Source: an optimization exercise on an open RTL-to-GDS flow (aim: small area, a short achievable clock period and few clock cycles per item). Production flows keep margins and buffers that such runs may drop. Only simulation tests tie the RTL to the original design; equivalence was not proved.

==> design.v <==
package psg_pkg;
    localparam int NUM_COEF_FIELDS = 8;
    localparam int COEF_W          = 8;
    localparam int THRESH_W        = 4;
    localparam int SHARE_CNT_W     = 5;
    localparam int VALUE_W         = 8;
    localparam int DEF_MAX_COEFS   = 8;
    localparam int DEF_MAX_SHARES  = 16;
endpackage
module psg_add2 (
    input  logic [7:0] i_a,
    input  logic [7:0] i_b,
    output logic [7:0] o_s
);
    logic [8:0] s;
    logic [9:0] t;
    always_comb begin
        s   = {1'b0, i_a} + {1'b0, i_b};
        t   = {1'b0, s} + 10'd5;
        o_s = (t[9:8] != 2'b00) ? t[7:0] : s[7:0];
    end
endmodule
module psg_add3 (
    input  logic [7:0] i_a,
    input  logic [7:0] i_b,
    input  logic [7:0] i_c,
    output logic [7:0] o_s
);
    logic [9:0] s;
    logic [8:0] f;
    logic [9:0] t;
    always_comb begin
        s   = {2'b0, i_a} + {2'b0, i_b} + {2'b0, i_c};
        f   = {1'b0, s[7:0]} + 9'(s[9:8]) * 9'd5;
        t   = {1'b0, f} + 10'd5;
        o_s = (t[9:8] != 2'b00) ? t[7:0] : f[7:0];
    end
endmodule
module psg_mulj #(
    parameter int J = 1
) (
    input  logic [7:0] i_a,
    input  logic [7:0] i_b,
    output logic [7:0] o_s
);
    logic [8:0]  s;
    logic [11:0] v;
    logic [8:0]  f;
    logic [9:0]  t;
    always_comb begin
        s   = {1'b0, i_a} + {1'b0, i_b};
        v   = 12'(s) * 12'(J);
        f   = {1'b0, v[7:0]} + 9'(v[11:8]) * 9'd5;
        t   = {1'b0, f} + 10'd5;
        o_s = (t[9:8] != 2'b00) ? t[7:0] : f[7:0];
    end
endmodule
module psg_seq (
    input  logic        i_clk,
    input  logic        i_rst_n,
    input  logic        i_accept,
    input  logic [63:0] i_item,
    input  logic [2:0]  i_deg,       
    input  logic [4:0]  i_n,
    input  logic        i_take,      
    output logic        o_full,
    output logic        o_done,
    output logic [4:0]  o_n,
    output logic [63:0] o_tab        
);
    logic        r_full;
    logic [2:0]  r_steps;
    logic [47:0] r_coefs;            
    logic [4:0]  r_n;
    logic [7:0][7:0] r_d;
    logic [7:0][7:0] n_d;
    assign o_full = r_full;
    assign o_done = r_full && (r_steps == 3'd0);
    assign o_n    = r_n;
    generate
        for (genvar j = 1; j < 7; j++) begin : g_mul
            psg_mulj #(.J(j)) u_mul (.i_a(r_d[j]), .i_b(r_d[j-1]), .o_s(n_d[j]));
        end
    endgenerate
    psg_mulj #(.J(7)) u_mul7 (.i_a(8'd0), .i_b(r_d[6]), .o_s(n_d[7]));
    assign n_d[0] = r_coefs[47:40];
    always_ff @(posedge i_clk) begin
        if (!i_rst_n) begin
            r_full <= 1'b0;
        end else if (i_accept) begin
            r_full <= 1'b1;
        end else if (i_take) begin
            r_full <= 1'b0;
        end
    end
    always_ff @(posedge i_clk) begin
        if (i_accept) begin
            r_steps <= (i_deg == 3'd0) ? 3'd0 : i_deg - 3'd1;
            r_coefs <= i_item[47:0];
            r_n     <= i_n;
            r_d[0]  <= (i_deg == 3'd0) ? i_item[63:56] : i_item[55:48];
            r_d[1]  <= (i_deg == 3'd0) ? 8'd0 : i_item[63:56];
            for (int j = 2; j < 8; j++) r_d[j] <= 8'd0;
        end else if (r_full && r_steps != 3'd0) begin
            r_steps <= r_steps - 3'd1;
            r_coefs <= {r_coefs[39:0], 8'd0};
            for (int j = 0; j < 8; j++) r_d[j] <= n_d[j];
        end
    end
    always_comb begin
        for (int j = 0; j < 8; j++) o_tab[8*j +: 8] = r_d[j];
    end
endmodule
module polynomial_share_generator_mod251 (
    input  logic        i_clk,
    input  logic        i_rst_n,
    input  logic        i_cfg_we,
    input  logic [0:0]  i_cfg_idx,
    input  logic [4:0]  i_cfg_data,
    input  logic        i_valid,
    output logic        o_ready,
    input  logic [63:0] i_item,
    output logic        o_valid,
    input  logic        i_ready,
    output logic [13:0] o_item
);
    logic [3:0]  r_threshold;
    logic [4:0]  r_share_count;
    logic [2:0]  deg;
    logic [4:0]  cnt;
    logic        accept;
    logic        a_full;
    logic        a_done;
    logic [4:0]  a_n;
    logic [63:0] a_tab;
    logic        load;
    always_ff @(posedge i_clk) begin
        if (!i_rst_n) begin
            r_threshold   <= 4'd2;
            r_share_count <= 5'd4;
        end else if (i_cfg_we) begin
            if (i_cfg_idx == 1'b0) begin
                r_threshold   <= i_cfg_data[3:0];
            end else begin
                r_share_count <= i_cfg_data;
            end
        end
    end
    always_comb begin
        if (r_threshold == 4'd0)     deg = 3'd0;
        else if (r_threshold > 4'd8) deg = 3'd7;
        else                         deg = 3'(r_threshold - 4'd1);
        if (r_share_count == 5'd0)       cnt = 5'd1;
        else if (r_share_count > 5'd16)  cnt = 5'd16;
        else                             cnt = r_share_count;
    end
    assign o_ready = !a_full;
    assign accept  = i_valid && !a_full;
    psg_seq u_seq (
        .i_clk    (i_clk),
        .i_rst_n  (i_rst_n),
        .i_accept (accept),
        .i_item   (i_item),
        .i_deg    (deg),
        .i_n      (cnt),
        .i_take   (load),
        .o_full   (a_full),
        .o_done   (a_done),
        .o_n      (a_n),
        .o_tab    (a_tab)
    );
    logic        r_valid;
    logic        r_last;
    logic [4:0]  r_x;
    logic [4:0]  r_n;
    logic [7:0]  r_out;
    logic [7:1][7:0] r_r;
    logic [6:1][7:0] n_r;
    logic [7:0]  n_out;
    logic        step;
    logic        sel_load;
    assign sel_load = a_done && (!r_valid || r_last);
    assign load = a_done && (!r_valid || (i_ready && r_last));
    assign step = r_valid && i_ready && !r_last;
    generate
        for (genvar j = 1; j < 7; j++) begin : g_add
            psg_add2 u_add (.i_a(r_r[j]), .i_b(r_r[j+1]), .o_s(n_r[j]));
        end
    endgenerate
    psg_add3 u_out (
        .i_a (sel_load ? a_tab[7:0]  : r_out),
        .i_b (sel_load ? a_tab[15:8] : r_r[1]),
        .i_c (sel_load ? 8'd0        : r_r[2]),
        .o_s (n_out)
    );
    always_ff @(posedge i_clk) begin
        if (!i_rst_n) begin
            r_valid <= 1'b0;
        end else if (load) begin
            r_valid <= 1'b1;
        end else if (i_ready) begin
            if (r_last) r_valid <= 1'b0;
        end
    end
    always_ff @(posedge i_clk) begin
        if (load) begin
            r_x    <= 5'd1;
            r_n    <= a_n;
            r_last <= (a_n == 5'd1);
            r_out  <= n_out;
            for (int j = 1; j < 8; j++) r_r[j] <= a_tab[8*j +: 8];
        end else if (step) begin
            r_x    <= r_x + 5'd1;
            r_last <= (r_x + 5'd1 == r_n);
            r_out  <= n_out;
            for (int j = 1; j < 7; j++) r_r[j] <= n_r[j];
        end
    end
    assign o_valid = r_valid;
    assign o_item  = {r_x, r_out, r_last};
endmodule
==> run.sh <==
#!/bin/bash
# synth_recipe.tcl (not shown) runs the flow's synth.tcl, then flattens the netlist and writes it again
# the make line also repeats each setting of config.mk as NAME=value (left out here)
make -C /OpenROAD-flow-scripts/flow DESIGN_CONFIG=/design/flow/config.mk WORK_HOME=/design/flow/orfs CLKGATE_MAP_FILE= SYNTH_SCRIPT=/design/flow/synth_recipe.tcl finish
==> config.mk <==
export PLATFORM = sky130hd
export DESIGN_NAME = polynomial_share_generator_mod251
export DESIGN_NICKNAME = polynomial_share_generator_mod251
export VERILOG_FILES = /design/flow/design.v
export SDC_FILE = /design/flow/constraint.sdc
export NUM_CORES = 4
export LEC_CHECK = 0
export CAP_MARGIN = 20
export CORE_MARGIN = 2
export CORE_UTILIZATION = 40
export SLEW_MARGIN = 20
==> constraint.sdc <==
create_clock -name core_clock -period 11.0 [get_ports {i_clk}]
set_input_delay 2.2000 -clock core_clock [delete_from_list [all_inputs] [get_ports {i_clk}]]
set_output_delay 2.2000 -clock core_clock [all_outputs]
set_load 0.01 [all_outputs]
==> key figures <==
Drt
  • Post-DR wirelength/cell: 16.4 um
  • DR vias/cell: 5.46
  • Via count: 15400
  • Drt total wl: 46200 um
  • DRC: 0
  • Starting DRT DRC Count: 1022
  • DR pass1 iterations: 7
  • DRT antenna net count: 0

Setup path
  • Reg2reg start: u_seq.r_steps[0]$_DFFE_PP_
  • Largest delay share family, worst path: compound AO/OA/AOI/OAI gates
  • CP arrival: 7.03 ns
  • Worst path max stage delay: 0.41 ns
  • Startpoint Class: register
  • Critical Path Slowest Stage Cell: fa_1
  • CP Buf/Inv Count: 2
  • Worst Path Required: 11.34 ns
  • Crit Path Max Fanout: 23
  • Critical Path Sink Type: register
  • Most used cell, CP: nor2_1
  • Crit path from: u_seq.r_steps[0]$_DFFE_PP_
  • CP Class: reg -> reg

Cells and area
  • Antenna diodes: 0
  • Share of layout cells above drive strength 1: 5.82%
  • Synthesis-to-finish area growth: 13.4%
  • Layout net count: 2548
  • Final core utilization: 46.0%
  • Non-Filler Instances: 2824

Timing
  • Setup-failing EPs final: 0
  • RSZ-0062 raised after global routing: no
  • F_max: 0.149 GHz
  • Count of pins over their slew limit: 0
  • Worst Skew: 0.0637 ns
  • Worst Max-Slew Pin Slew: 0.888 ns
  • Hold Vio Cnt, Final: 0
  • Final setup TNS: 0 ns
  • Minimum clock period: 6.69 ns
  • Fin Hold WS: 0.422 ns
  • Final period util: 60.8%
  • Slew margin rel.: 40.8%

Yosys
  • Yosys warnings: 11
  • Number of flops mapped to enable cells by yosys: 142
  • Post-synthesis sequential area ratio: 29.3%
  • Post-synth top area share: 22.5%
  • Cell area after synthesis: 18900 um^2
  • Top post-synthesis cells by area: edfxtp_1 23%, ha_1 16%, dfxtp_1 6.8%
  • Post-Syn Area per Cell: 8.97 um^2
  • FF+latch count, synth: 206
  • Post-synth net total: 2465
  • Synth area leader: edfxtp_1
  • Share of synthesized flip-flops with an asynchronous set or reset: 0%
  • Distinct cells, synth: 92
  • Post-synth top flop: edfxtp_1
  • Cell with the most instances after synthesis: ha_1
  • Cells after Synth: 2112
  • Top cells by count, synth: 239 x ha_1, 237 x nand2_1, 176 x nor2_1

Floorplanning
  • Chip height: 222 um
  • FP Rows: 79
  • Initial Util: 40.6%
  • Core area: 46700 um^2
  • Total Die Area: 49100 um^2
  • IO Count: 91
  • Die width: 222 um

Run
  • Max-Cap Viols: 0

Min path
  • Hold WC Path Type: reg -> reg
  • Min-delay src: u_seq.r_d[58]$_SDFFE_PP0P_

Clock tree
  • CTS max path bufs: 3
  • Hold Buf Count CTS: 0
  • CTS tree: done
  • Worst-path clk slew: 0.06 ns
  • H-Tree Depth: 1
  • Root Driver: clkbuf_16
  • Clock sink count: 206
  • CTS buffer count: 28
  • Post-cts sizing count: 0
  • Worst-skew pair later-pin latency: 0.60 ns
  • Post-CTS setup buffers: 0

GRT
  • Vias in the first global route: 15300
  • Initial antenna violation count: 0
  • First-pass GRT wire length: 76800 um
  • Largest net degree at the start of global routing: 86
  • GR Overflow Total: 0
  • Global Route Usage Sum: 18.7%

Placed design
  • GP Congestion: 0.838
  • Detailed Place HPWL: 35100 um
  • Inst Count DP: 2772
  • Port bufs: 90

Outcome
  • Status: no timing/DRC/antenna violations
==> state kept, by name, indices dropped and copies added (netlist names) <==
name	cells
u_seq.r_steps	3
u_seq.r_full	1
r_r	56
r_n	5
u_seq.r_coefs	48
r_last	1
u_seq.r_n	5
r_out	8
r_share_count	5
r_threshold	4
u_seq.r_d	64
r_x	5
r_valid	1
==> path summary, 6_finish.rpt <==
check,to,slack [ns],cells past startpoint
worst max-delay path,r_out[1]$_DFFE_PP_,4.31,30
worst min register to register,r_r[50]$_DFFE_PP_,0.42,0
worst max register to register,r_out[1]$_DFFE_PP_,4.31,30
worst min-delay path,r_r[50]$_DFFE_PP_,0.42,0
==> stage by stage <==
| step | setup slack [ns] | instance area [um^2] |
|---|---|---|
| 3_3_place_gp | 4.47 | 20500 |
| 6_report | 4.31 | 21500 |
| 2_1_floorplan | 4.76 | 18900 |
| 3_5_place_dp | 4.37 | 20500 |
| 5_1_grt | 3.63 | 21500 |
| 4_1_cts | 4.29 | 21500 |
==> area by class of cell <==
class                           count  area (um^2)
Timing Repair Buffer              100          976
Sequential cell                   206         5550
Clock inverter                     21          246
Fill cell                        4528        25200
Tap cell                          607          759
Multi-Input combinational cell   1748        12800
Clock buffer                       31          733
Inverter                          111          417
==> cells by family after synthesis <==
family	Yosys count	synth area share (%)
simple gates	656	16.3
compound gates	583	20.1
fa+ha+maj	279	20.0
flops	206	29.3
xor+xnor	183	8.53
buf+inv	158	3.16
mux	47	2.64
==> layout by cell type, fill, tap and decap left out, drive strengths merged, types with 32 or more instances in the layout <==
master | synthesis | layout
clkdlybuf4s50 | 0 | 90
nor3 | 36 | 36
nor2 | 176 | 176
nand2 | 237 | 237
o21ai | 145 | 145
a21o | 61 | 61
inv | 110 | 112
ha | 239 | 239
dfxtp | 64 | 64
xor2 | 75 | 75
a21oi | 153 | 153
a211oi | 34 | 34
edfxtp | 142 | 142
fa | 39 | 39
xnor2 | 107 | 107
nand3 | 44 | 44
nor2b | 32 | 32
==> layer usage <==
layer	up-vias	part of all wire, %	track usage, %
met4	0	1.9	4.77
met2	261	46	30.9
met1	7259	48	25.9
met3	59	3.8	2.04
met5	-	0	0
li1	7836	-	-
==> worst register-to-register path: cells and delay by family, from the launching register on <==
family / cells / cell delay, ns
compound gates: 9 / 1.62
flops: 1 / 0.35
fa+ha+maj: 5 / 1.40
mux: 2 / 0.72
buf+inv: 2 / 0.40
xor+xnor: 2 / 0.49
simple gates: 10 / 1.44
Testbench counts, summed over its fixed seeds: cycles 13,096, shares 13,040.

-- separate check: timing with driven ports --
How much do the figures lean on ideal ports? The routed layout below was timed once more, with nothing changed but the port constraints. Step 1: set_driving_cell puts a clkbuf_16 on i_clk and a buf_2 on each other input, an assumption about the parent block. Step 2 also shifts input and output timing later by t, the mid clock arrival at the registers, as if the neighbouring blocks saw the same clock. a / b / c = ideal / step 1 / step 2; a / b = the first two.
t, ns: 0.617
setup slack, ns: 4.310 / 4.310 / 4.310
clock arrival spread, ns: 0.064 / 0.064
pins driven straight from the clock port: 1
After both steps setup and hold are still met in this run. For this run, drivers alone change the setup slack by 0.000 ns; drivers and shift together by 0.000 ns.
